This is an optimization exercise on Yosys and OpenROAD, whose aim is small area, a short achievable clock period and few clock cycles per item, not a production implementation.
In this exercise RTL edits were held to simulation tests only and were not proved equivalent to the original.
Power is estimated from default activity; no workload was simulated.

Design fsk_demod, start of the top module:
module fsk_demod (
    input  logic         sys_clk,
    input  logic         rst_n,
    input  logic [15:0]  sample_in,       
    input  logic         sample_valid,
    output logic         sample_ready,
    output logic         symbol,          
    output logic         symbol_valid,
    input  logic         symbol_ready
);
Settings: LEC_CHECK=0, CAP_MARGIN=20, CORE_MARGIN=2, CORE_UTILIZATION=55, SETUP_SLACK_MARGIN=3.5, SLEW_MARGIN=20; clock period 6.0 ns.
standard.sh (not shown) runs the stock make flow with config.mk's settings and CLKGATE_MAP_FILE= SYNTH_SCRIPT=/design/flow/synth_recipe.tcl, a recipe that flattens the netlist after the stock synthesis.
==> flow/flow/run.sh <==
#!/bin/bash
# Own flow: the standard layout, with two changes.
#  1. Synthesis: the standard script, except that synth's "fine" step skips its quick abc
#     (so extract_fa sees the RTL's adders unscrambled) and the final abc uses an area
#     script with deepsyn (flow/abc.script). The result is used only when it holds
#     exactly the standard synthesis's registers (names and cell types); otherwise the
#     standard synthesis is kept.
#  2. Port buffers are plain buffers (BUFFER_PORTS_ARGS) instead of the delay cells the
#     resizer picks by default.
# Every tool's output goes to a log file of its own in this folder.
set -u
W=$PWD
F=$W/flow
R=$W/orfs/results/$FLOW_PLATFORM/fsk_demod/base
PORTS='BUFFER_PORTS_ARGS=-buffer_cell sky130_fd_sc_hd__buf_4'

bash standard.sh synth > $W/log_standard_synth.txt 2>&1 || { echo "standard synth failed"; exit 1; }
cp $R/1_2_yosys.v $W/standard_1_2_yosys.v

# modified copy of ORFS's synth.tcl and of the standard flow's synthesis script
mkdir -p $W/mysynth
sed -e 's|^\(\s*synth -top $::env(DESIGN_NAME) -run fine: {\*}$synth_full_args\)|\1 -noabc|' \
    -e "s|^source \$::env(SCRIPTS_DIR)/synth_preamble.tcl|&\nset abc_args [lreplace \$abc_args 1 1 $F/abc.script]|" \
    $FLOW_HOME/scripts/synth.tcl > $W/mysynth/synth.tcl
sed "s|source \$::env(SCRIPTS_DIR)/synth.tcl|source $W/mysynth/synth.tcl|" $W/synth_recipe.tcl > $W/mysynth/synth_recipe.tcl

if make -C $FLOW_HOME DESIGN_CONFIG=$W/config.mk WORK_HOME=$W/mysynth/orfs CLKGATE_MAP_FILE= \
     SYNTH_SCRIPT=$W/mysynth/synth_recipe.tcl synth > $W/log_my_synth.txt 2>&1; then
  M=$W/mysynth/orfs/results/$FLOW_PLATFORM/fsk_demod/base/1_2_yosys.v
  if python3 $F/regcmp.py $W/standard_1_2_yosys.v $M > $W/log_regcmp.txt 2>&1; then
    cp $M $R/1_2_yosys.v
    rm -f $R/1_synth.odb $R/1_synth.sdc
    echo "using the modified synthesis"
  else
    echo "registers differ: keeping the standard synthesis"
  fi
else
  echo "modified synthesis failed: keeping the standard synthesis"
fi

bash standard.sh "$PORTS" finish > $W/log_standard_finish.txt 2>&1 || { echo "layout failed"; exit 1; }
test -f $W/out/final.def
==> flow/flow/abc.script <==
strash
&get -n
&deepsyn -T 45 -S 1
&put
dch -f
map -a
topo
stime -c
buffer -c
upsize -c
dnsize -c
Other scripts of this flow, unchanged in this note and not shown: flow/flow/regcmp.py
Testbench counts at the start, summed over its fixed seeds: cycles 65,576, items 65,536.
Rerun with:
--- a/flow/flow/run.sh
+++ b/flow/flow/run.sh
@@ -5 +5 @@
-#     script with deepsyn (flow/abc.script). The result is used only when it holds
+#     script with deepsyn (flow/abc_deep.script). The result is used only when it holds
@@ -23 +23 @@
-    -e "s|^source \$::env(SCRIPTS_DIR)/synth_preamble.tcl|&\nset abc_args [lreplace \$abc_args 1 1 $F/abc.script]|" \
+    -e "s|^source \$::env(SCRIPTS_DIR)/synth_preamble.tcl|&\nset abc_args [lreplace \$abc_args 1 1 $F/abc_deep.script]|" \
==> flow/flow/abc_deep.script (new file) <==
strash
&get -n
&deepsyn -T 45 -S 1
&put
dch -f
map -a
topo
stime -c
buffer -c
upsize -c
dnsize -c
--- a/flow/config.mk
+++ b/flow/config.mk
@@ -10 +10 @@
-export CORE_UTILIZATION = 55
+export CORE_UTILIZATION = 40
removed: flow/flow/abc.script
Utilization shrinks by 17 points.
Cell count grows by 8.2%.
Global-route usage shrinks by 5.7 points.
Cell area grows by 1.3%.
Worst hold slack gains 21 ps.
Power hardly moves.
Count of clock-buffer cells in the layout stays the same.
Routed wire length grows by about 1.5%.
Non-clock buffer count grows by 1.

separate check: timing with driven ports:
Ports are ideal in the flow. The routed layouts listed here were re-timed in OpenROAD. Step 1 assumes that a clkbuf_16 drives the clock port and a buf_2 every other input. Step 2, shift: input delay + t, output delay - t, t = (earliest + latest rising clock arrival at the registers) / 2. This alone moves slack from input paths to output paths. Three values: no drivers, after step 1, after step 2; two values: the first two.
run	t (ns)	setup WS [ns]	clock arrival spread, ns
the first run	0.400	3.517 / 3.517 / 3.517	0.010 / 0.010
the second run	0.382	3.476 / 3.476 / 3.476	0.009 / 0.010
After both steps every run listed still meets setup and hold.
